This is an optimization exercise on Yosys and OpenROAD, whose aim is small area, not a production implementation. The RTL was checked by simulation tests, not by an equivalence proof against the original design. The clock port is modelled as an ideal driver; clocking choices that lean on that would not hold on a real chip. Power and IR drop assume default switching activity.

==> sierra <==
==> flow/design.v <==
`timescale 1ns/1ps
module nibble_sel (
    input  logic [31:0] v,
    input  logic [2:0]  ph,
    output logic [3:0]  o
);
    always_comb begin
        case (ph)
            3'd0:    o = v[3:0];
            3'd1:    o = v[7:4];
            3'd2:    o = v[11:8];
            3'd3:    o = v[15:12];
            3'd4:    o = v[19:16];
            3'd5:    o = v[23:20];
            3'd6:    o = v[27:24];
            default: o = v[31:28];
        endcase
    end
endmodule
`timescale 1ns/1ps
module register_file (
    input  logic       clk,
    input  logic       clr,       
    input  logic [4:0] raddr1,
    input  logic [4:0] raddr2,
    output logic [3:0] rdata1,
    output logic [3:0] rdata2,
    input  logic       we,
    input  logic [4:0] waddr,
    input  logic [3:0] wdata
);
    logic [127:0] heads;
    assign heads[3:0] = 4'b0;
    genvar r;
    generate
        for (r = 1; r < 32; r++) begin : g_reg
            logic [31:0] q;
            logic        wr;
            assign wr = clr | (we && waddr == r);
            always_ff @(posedge clk) begin
                q <= {wr ? (wdata & {4{~clr}}) : q[3:0], q[31:4]};
            end
            assign heads[4*r +: 4] = q[3:0];
        end
    endgenerate
    assign rdata1 = heads[{raddr1, 2'b00} +: 4];
    assign rdata2 = heads[{raddr2, 2'b00} +: 4];
endmodule
`timescale 1ns/1ps
module shifter (
    input  logic [31:0] s,        
    input  logic [4:0]  shamt,
    input  logic        right,
    output logic [3:0]  o
);
    logic [2:0] sel;
    assign sel = right ? shamt[4:2] : ~shamt[4:2];
    always_comb begin
        case (sel)
            3'd0:    o = s[3:0];
            3'd1:    o = s[7:4];
            3'd2:    o = s[11:8];
            3'd3:    o = s[15:12];
            3'd4:    o = s[19:16];
            3'd5:    o = s[23:20];
            3'd6:    o = s[27:24];
            default: o = s[31:28];
        endcase
    end
endmodule
module funnel (
    input  logic [7:0] w,         
    input  logic [1:0] r,
    input  logic       right,
    output logic [3:0] o
);
    always_comb begin
        case ({right, r})
            3'b100:  o = w[3:0];
            3'b101:  o = w[4:1];
            3'b110:  o = w[5:2];
            3'b111:  o = w[6:3];
            3'b000:  o = w[7:4];
            3'b001:  o = w[6:3];
            3'b010:  o = w[5:2];
            default: o = w[4:1];
        endcase
    end
endmodule
`timescale 1ns/1ps
module cpu (
    input  logic                 clk,
    input  logic                 reset,
    output logic [32-1:0] iaddr,
    input  logic [32-1:0] idata,
    output logic [32-1:0] daddr,
    input  logic [32-1:0] drdata,
    output logic [32-1:0] dwdata,
    output logic [3:0]           dwe
);
    logic [3:0]  cnt;         
    logic        clr;         
    logic [2:0]  ph;
    logic        r2;
    logic        ph0;
    logic        ph7;
    assign ph  = cnt[2:0];
    assign r2  = cnt[3];
    assign ph0 = (ph == 3'd0);
    assign ph7 = (ph == 3'd7);
    always_ff @(posedge clk) begin
        if (reset) begin
            cnt <= 4'd0;
            clr <= 1'b1;
        end else begin
            cnt <= {cnt[3] ^ (&cnt[2:0] & ~clr), cnt[2:0] + 3'd1};
            if (ph7) clr <= 1'b0;
        end
    end
    logic [6:0] opc;
    logic [2:0] f3;
    logic [6:0] f7;
    logic       ok_f7;
    logic       is_op, is_opimm, is_alu, is_load, is_store, is_branch;
    logic       is_lui, is_auipc, is_jal, is_jalr;
    logic       is_shift, is_slt, is_sub, is_logic;
    logic       right;
    assign opc = idata[6:0];
    assign f3  = idata[14:12];
    assign f7  = idata[31:25];
    assign ok_f7     = (f7 == 7'b0000000) ||
                       (f7 == 7'b0100000 && (f3 == 3'b000 || f3 == 3'b101));
    assign is_op     = (opc == 7'b0110011) && ok_f7;
    assign is_opimm  = (opc == 7'b0010011) && (f3[1:0] != 2'b01 || ok_f7);
    assign is_alu    = is_op | is_opimm;
    assign is_load   = (opc == 7'b0000011) && (f3 == 3'b010);
    assign is_store  = (opc == 7'b0100011) && (f3 == 3'b010);
    assign is_branch = (opc == 7'b1100011) && (f3[2:1] != 2'b01);
    assign is_lui    = (opc == 7'b0110111);
    assign is_auipc  = (opc == 7'b0010111);
    assign is_jal    = (opc == 7'b1101111);
    assign is_jalr   = (opc == 7'b1100111) && (f3 == 3'b000);
    assign is_shift  = is_alu && (f3[1:0] == 2'b01);
    assign is_slt    = is_alu && (f3[2:1] == 2'b01);
    assign is_sub    = is_op && (f3 == 3'b000) && f7[5];
    assign is_logic  = is_alu && f3[2] && (f3[1:0] != 2'b01);
    assign right     = f3[2];
    logic [31:0] imm;
    always_comb begin
        if (is_lui | is_auipc)
            imm = {idata[31:12], 12'b0};
        else if (is_jal)
            imm = {{12{idata[31]}}, idata[19:12], idata[20], idata[30:21], 1'b0};
        else if (is_branch)
            imm = {{20{idata[31]}}, idata[7], idata[30:25], idata[11:8], 1'b0};
        else if (is_store)
            imm = {{20{idata[31]}}, idata[31:25], idata[11:7]};
        else
            imm = {{20{idata[31]}}, idata[31:20]};
    end
    logic [31:1] pc;
    logic [31:0] d;           
    logic [31:0] t;           
    logic        carry;
    logic        flag;        
    logic [4:0]  shamt;
    logic [3:0]  a;           
    logic [3:0]  b;           
    logic [3:0]  p;           
    logic [3:0]  im;          
    logic [3:0]  four;
    logic [31:0] pc32;
    assign pc32 = {pc, 1'b0};
    nibble_sel u_psel (.v(pc32), .ph(ph), .o(p));
    nibble_sel u_isel (.v(imm),  .ph(ph), .o(im));
    assign four = ph0 ? 4'b0100 : 4'b0000;
    logic       rf_we;
    logic [3:0] rf_wd;
    register_file u_regfile (
        .clk    (clk),
        .clr    (clr),
        .raddr1 (idata[19:15]),
        .raddr2 (idata[24:20]),
        .rdata1 (a),
        .rdata2 (b),
        .we     (rf_we),
        .waddr  (idata[11:7]),
        .wdata  (rf_wd)
    );
    logic [3:0] x;
    logic [3:0] y;
    logic       inv;
    logic       cin;
    logic [4:0] sum;
    always_comb begin
        if (r2)
            x = p;
        else if (is_auipc | is_jal)
            x = p;
        else if (is_lui)
            x = 4'b0;
        else
            x = a;
    end
    always_comb begin
        if (r2)
            y = (is_jal | (is_branch & flag)) ? im : four;
        else if (is_op | is_branch)
            y = b;
        else if (is_jal)
            y = four;
        else
            y = im;
    end
    assign inv = ~r2 & (is_sub | is_slt | is_branch);
    assign cin = ph0 ? inv : carry;
    assign sum = {1'b0, x} + {1'b0, y ^ {4{inv}}} + {4'b0, cin};
    always_ff @(posedge clk) begin
        carry <= sum[4];
    end
    logic z;
    logic lt;
    logic cond;
    assign z    = (sum[3:0] == 4'b0) & (ph0 | flag);
    assign lt   = ~sum[4] ^ ((is_branch ? ~f3[1] : ~f3[0]) & (a[3] ^ y[3]));
    assign cond = is_branch ? ((f3[2] ? lt : z) ^ f3[0]) : lt;
    always_ff @(posedge clk) begin
        if (~r2) flag <= ph7 ? cond : z;
    end
    always_ff @(posedge clk) begin
        if (~r2 & ph0) shamt[3:0] <= y[3:0];
        if (~r2 & (ph == 3'd1)) shamt[4] <= y[0];
    end
    logic [3:0]  src;         
    logic [3:0]  prv;         
    logic [3:0]  fill;
    logic [3:0]  fun;
    logic [3:0]  t_in;
    logic        t_load;
    assign fill   = {4{f7[5] & prv[3]}};
    assign src    = r2 ? (right ? fill : a) : (right ? a : 4'b0);
    assign t_load = r2 & ph0 & is_load;
    always_ff @(posedge clk) begin
        prv <= src;
    end
    funnel u_funnel (
        .w     ({src, prv}),
        .r     (shamt[1:0]),
        .right (right),
        .o     (fun)
    );
    assign t_in = (~r2 & is_store) ? b : fun;
    always_ff @(posedge clk) begin
        if (t_load)
            t <= {drdata[3:0], drdata[31:4]};
        else
            t <= {t_in, t[31:4]};
    end
    logic [3:0] sh_out;
    shifter u_shifter (
        .s     ({t_in, t[31:4]}),
        .shamt (shamt),
        .right (right),
        .o     (sh_out)
    );
    logic [3:0] lg;
    always_comb begin
        case (f3[1:0])
            2'b00:   lg = a ^ y;
            2'b10:   lg = a | y;
            default: lg = a & y;
        endcase
    end
    assign rf_we = r2 ? (is_slt | is_shift | is_load | is_jalr)
                      : ((is_alu & ~is_shift & ~is_slt) | is_lui | is_auipc | is_jal);
    always_comb begin
        if (~r2)
            rf_wd = is_logic ? lg : sum[3:0];
        else if (is_slt)
            rf_wd = {3'b0, flag & ph0};
        else if (is_shift)
            rf_wd = sh_out;
        else if (is_load)
            rf_wd = ph0 ? drdata[3:0] : t[3:0];
        else
            rf_wd = sum[3:0];
    end
    logic [3:0]  d_in;
    logic [31:0] d_next;
    always_comb begin
        if (clr)
            d_in = 4'b0;
        else if (r2 & is_jalr)
            d_in = d[3:0];
        else
            d_in = sum[3:0];
    end
    assign d_next = {d_in, d[31:4]};
    always_ff @(posedge clk) begin
        d <= d_next;
        if (ph7 & (r2 | clr)) pc <= d_next[31:1];
    end
    assign iaddr  = {pc, 1'b0};
    assign daddr  = d;
    assign dwdata = t;
    assign dwe    = {4{is_store & r2 & ph0}};
endmodule
==> flow/flow/run.sh <==
#!/bin/bash
# Standard ORFS layout with three changes:
#  - the combinational logic of the standard synthesis is re-mapped for area
#    (registers untouched), see resynth.ys
#  - the smallest buffer on the ports
#  - a clock tree of small buffers without dummy loads; the leaf buffers of
#    slow clock pins are upsized after CTS (post_cts.tcl)
set -euo pipefail
HERE=$(pwd)
R=$HERE/orfs/results/${FLOW_PLATFORM}/cpu/base
LIB=$FLOW_HOME/platforms/${FLOW_PLATFORM}/lib/sky130_fd_sc_hd__tt_025C_1v80.lib
export BUFFER_PORTS_ARGS="-buffer_cell sky130_fd_sc_hd__buf_1"
export CTS_ARGS="-sink_clustering_enable -repair_clock_nets -dont_use_dummy_load -buf_list sky130_fd_sc_hd__clkbuf_4 -sink_clustering_size 12 -sink_clustering_max_diameter 40"

export POST_CTS_TCL="$HERE/flow/post_cts.tcl"

bash standard.sh synth > log_standard_synth.log 2>&1
cp "$R/1_2_yosys.v" "$HERE/std_synth.v"
sed -e "s#@LIB@#$LIB#g" -e "s#@IN@#$HERE/std_synth.v#" -e "s#@OUT@#$HERE/resynth.v#" \
    -e "s#@TOP@#$FLOW_TOP#g" -e "s#@SCRIPT@#$HERE/flow/resynth.abc#" -e "s#@STAT@#$HERE/resynth_stat.txt#" \
    flow/resynth.ys > resynth_run.ys
yosys -s resynth_run.ys > log_resynth.log 2>&1
cp "$HERE/resynth.v" "$R/1_2_yosys.v"
rm -f "$R/1_synth.odb" "$R/1_synth.sdc"
bash standard.sh > log_standard_finish.log 2>&1
==> flow/flow/post_cts.tcl <==
estimate_parasitics -placement
set fix {}
foreach pin [all_registers -clock_pins -edge_triggered] {
  set worst 0
  foreach edge {rise fall} {
    foreach a {min max} {
      set s [sta::time_ui_sta [get_property $pin slew_${a}_$edge]]
      set worst [expr {max($worst, $s * 1e12)}]
    }
  }
  if {$worst > 115} {
    foreach drv [get_pins -of_objects [get_nets -of_objects $pin] -filter "direction == output"] {
      dict set fix [get_full_name [get_cells -of_objects $drv]] 1
    }
  }
}
set bigger [dict create sky130_fd_sc_hd__clkbuf_2 sky130_fd_sc_hd__clkbuf_4 \
  sky130_fd_sc_hd__clkbuf_4 sky130_fd_sc_hd__clkbuf_8 sky130_fd_sc_hd__clkbuf_8 sky130_fd_sc_hd__clkbuf_16]
set n 0
foreach inst [dict keys $fix] {
  set cell [get_property [get_cells $inst] ref_name]
  if {[dict exists $bigger $cell]} {
    puts "clock slew fix: $inst $cell -> [dict get $bigger $cell]"
    replace_cell $inst [dict get $bigger $cell]
    incr n
  }
}
puts "clock slew fix: $n buffers upsized"
if {$n > 0} {
  detailed_placement
  check_placement -verbose
  estimate_parasitics -placement
}
==> flow/flow/resynth.abc <==
strash
&get -n
&deepsyn -T 60
&nf -R 1000
&put
topo
==> flow/flow/resynth.ys <==
# Re-map the combinational logic of the standard synthesis for area.
# Registers stay as they are: same instances, names and cell types.
# Wires named after pins of the flattened cells are hidden so that they merge.
read_liberty -ignore_miss_func @LIB@
read_verilog @IN@
hierarchy -top @TOP@
setattr -mod -set keep_hierarchy 1 sky130_fd_sc_hd__df* sky130_fd_sc_hd__edf* sky130_fd_sc_hd__sdf* sky130_fd_sc_hd__dl* sky130_fd_sc_hd__conb_1
flatten
rename -hide w:_*_.*
delete t:$scopeinfo
blackbox sky130_fd_sc_hd__df* sky130_fd_sc_hd__edf* sky130_fd_sc_hd__sdf* sky130_fd_sc_hd__dl* sky130_fd_sc_hd__conb_1
opt_clean -purge
select @TOP@
abc -liberty @LIB@ -dont_use *probe* -dont_use *lpflow* -script @SCRIPT@
select -clear
opt_clean -purge
hilomap -singleton -hicell sky130_fd_sc_hd__conb_1 HI -locell sky130_fd_sc_hd__conb_1 LO
insbuf -buf sky130_fd_sc_hd__buf_1 A X
check -mapped
tee -o @STAT@ stat -liberty @LIB@
write_verilog -noattr -nohex -nodec @OUT@
==> flow/standard.sh <==
#!/bin/bash
# synth_recipe.tcl (not shown) runs the flow's synth.tcl, then flattens the netlist and writes it again
# the make line also repeats each setting of config.mk as NAME=value (left out here)
make -C /OpenROAD-flow-scripts/flow DESIGN_CONFIG=/design/flow/config.mk WORK_HOME=/design/flow/orfs CLKGATE_MAP_FILE= SYNTH_SCRIPT=/design/flow/synth_recipe.tcl "${@:-finish}"
==> flow/config.mk <==
export PLATFORM = sky130hd
export DESIGN_NAME = cpu
export DESIGN_NICKNAME = cpu
export VERILOG_FILES = /design/flow/design.v
export SDC_FILE = /design/flow/constraint.sdc
export NUM_CORES = 4
export LEC_CHECK = 0
export ABC_AREA = 1
export CAP_MARGIN = 20
export CORE_MARGIN = 2
export CORE_UTILIZATION = 50
export SLEW_MARGIN = 20
==> flow/constraint.sdc <==
create_clock -name core_clock -period 9.5 [get_ports {clk}]
set_input_delay 1.9000 -clock core_clock [delete_from_list [all_inputs] [get_ports {clk}]]
set_output_delay 1.9000 -clock core_clock [all_outputs]
set_load 0.01 [all_outputs]
==> zinc: changes against sierra <==
--- a/flow/flow/run.sh
+++ b/flow/flow/run.sh
@@ -5,4 +5,3 @@
 #  - the smallest buffer on the ports
-#  - a clock tree of small buffers without dummy loads; the leaf buffers of
-#    slow clock pins are upsized after CTS (post_cts.tcl)
+#  - no CTS dummy loads
 set -euo pipefail
@@ -12,5 +11,3 @@
 export BUFFER_PORTS_ARGS="-buffer_cell sky130_fd_sc_hd__buf_1"
-export CTS_ARGS="-sink_clustering_enable -repair_clock_nets -dont_use_dummy_load -buf_list sky130_fd_sc_hd__clkbuf_4 -sink_clustering_size 12 -sink_clustering_max_diameter 40"
-
-export POST_CTS_TCL="$HERE/flow/post_cts.tcl"
+export CTS_ARGS="-sink_clustering_enable -repair_clock_nets -dont_use_dummy_load -buf_list sky130_fd_sc_hd__clkbuf_4 -sink_clustering_size 10 -sink_clustering_max_diameter 35"
 
--- a/flow/flow/resynth.ys
+++ b/flow/flow/resynth.ys
@@ -2,3 +2,2 @@
 # Registers stay as they are: same instances, names and cell types.
-# Wires named after pins of the flattened cells are hidden so that they merge.
 read_liberty -ignore_miss_func @LIB@
@@ -8,3 +7,2 @@
 flatten
-rename -hide w:_*_.*
 delete t:$scopeinfo
@@ -17,3 +15,3 @@
 hilomap -singleton -hicell sky130_fd_sc_hd__conb_1 HI -locell sky130_fd_sc_hd__conb_1 LO
-insbuf -buf sky130_fd_sc_hd__buf_1 A X
+insbuf -buf sky130_fd_sc_hd__buf_4 A X
 check -mapped
removed: flow/flow/post_cts.tcl
==> cedar: changes against sierra <==
--- a/flow/flow/run.sh
+++ b/flow/flow/run.sh
@@ -5,4 +5,3 @@
 #  - the smallest buffer on the ports
-#  - a clock tree of small buffers without dummy loads; the leaf buffers of
-#    slow clock pins are upsized after CTS (post_cts.tcl)
+#  - no CTS dummy loads
 set -euo pipefail
@@ -12,5 +11,3 @@
 export BUFFER_PORTS_ARGS="-buffer_cell sky130_fd_sc_hd__buf_1"
-export CTS_ARGS="-sink_clustering_enable -repair_clock_nets -dont_use_dummy_load -buf_list sky130_fd_sc_hd__clkbuf_4 -sink_clustering_size 12 -sink_clustering_max_diameter 40"
-
-export POST_CTS_TCL="$HERE/flow/post_cts.tcl"
+export CTS_ARGS="-sink_clustering_enable -repair_clock_nets -dont_use_dummy_load -buf_list sky130_fd_sc_hd__clkbuf_16 -sink_clustering_size 30 -sink_clustering_max_diameter 60"
 
--- a/flow/flow/resynth.ys
+++ b/flow/flow/resynth.ys
@@ -2,3 +2,2 @@
 # Registers stay as they are: same instances, names and cell types.
-# Wires named after pins of the flattened cells are hidden so that they merge.
 read_liberty -ignore_miss_func @LIB@
@@ -8,3 +7,2 @@
 flatten
-rename -hide w:_*_.*
 delete t:$scopeinfo
@@ -17,3 +15,3 @@
 hilomap -singleton -hicell sky130_fd_sc_hd__conb_1 HI -locell sky130_fd_sc_hd__conb_1 LO
-insbuf -buf sky130_fd_sc_hd__buf_1 A X
+insbuf -buf sky130_fd_sc_hd__buf_4 A X
 check -mapped
removed: flow/flow/post_cts.tcl
==> run notes <==
In cedar the count of clock-buffer cells in the layout is lower than in zinc, by 95. Worst setup slack: sierra is better than cedar (0.022 ns). Critical path depth: cedar is higher than sierra (2). In sequential power, cedar and zinc hardly differ. In cedar the clock power is larger than in zinc, by about 10%. cedar completed without violations. zinc ran to the end with no violations. sierra finished with timing, DRC and antenna clean.

==> static timing again, ports no longer ideal <==
The results above use ideal ports. As a check the final layouts listed here were re-extracted and re-timed, cells and wires unchanged. Step 1: set_driving_cell puts a clkbuf_16 on clk and a buf_2 on each other input, an assumption about the parent block. Step 2 adds t to the input delays and takes it off the output delays; t is the mean of the earliest and latest rising clock arrival at the registers after step 1. Input paths then give back, and output paths get back, about the clock's delay inside the block. a / b / c = no drivers / after step 1 / after step 2; a / b = the first two.
| run | t, ns | setup slack, ns | worst data-port slew with drivers (ns) |
|---|---|---|---|
| sierra | 0.911 | 2.635 / 2.655 / 1.744 | 0.08 |
| zinc | 0.982 | 2.997 / 3.003 / 2.021 | 0.10 |
| cedar | 0.665 | 2.613 / 2.623 / 1.957 | 0.12 |
After both steps setup and hold are still met in every run listed. For zinc, which loses most, drivers alone change the setup slack by +0.006 ns; drivers and shift together by -0.976 ns.
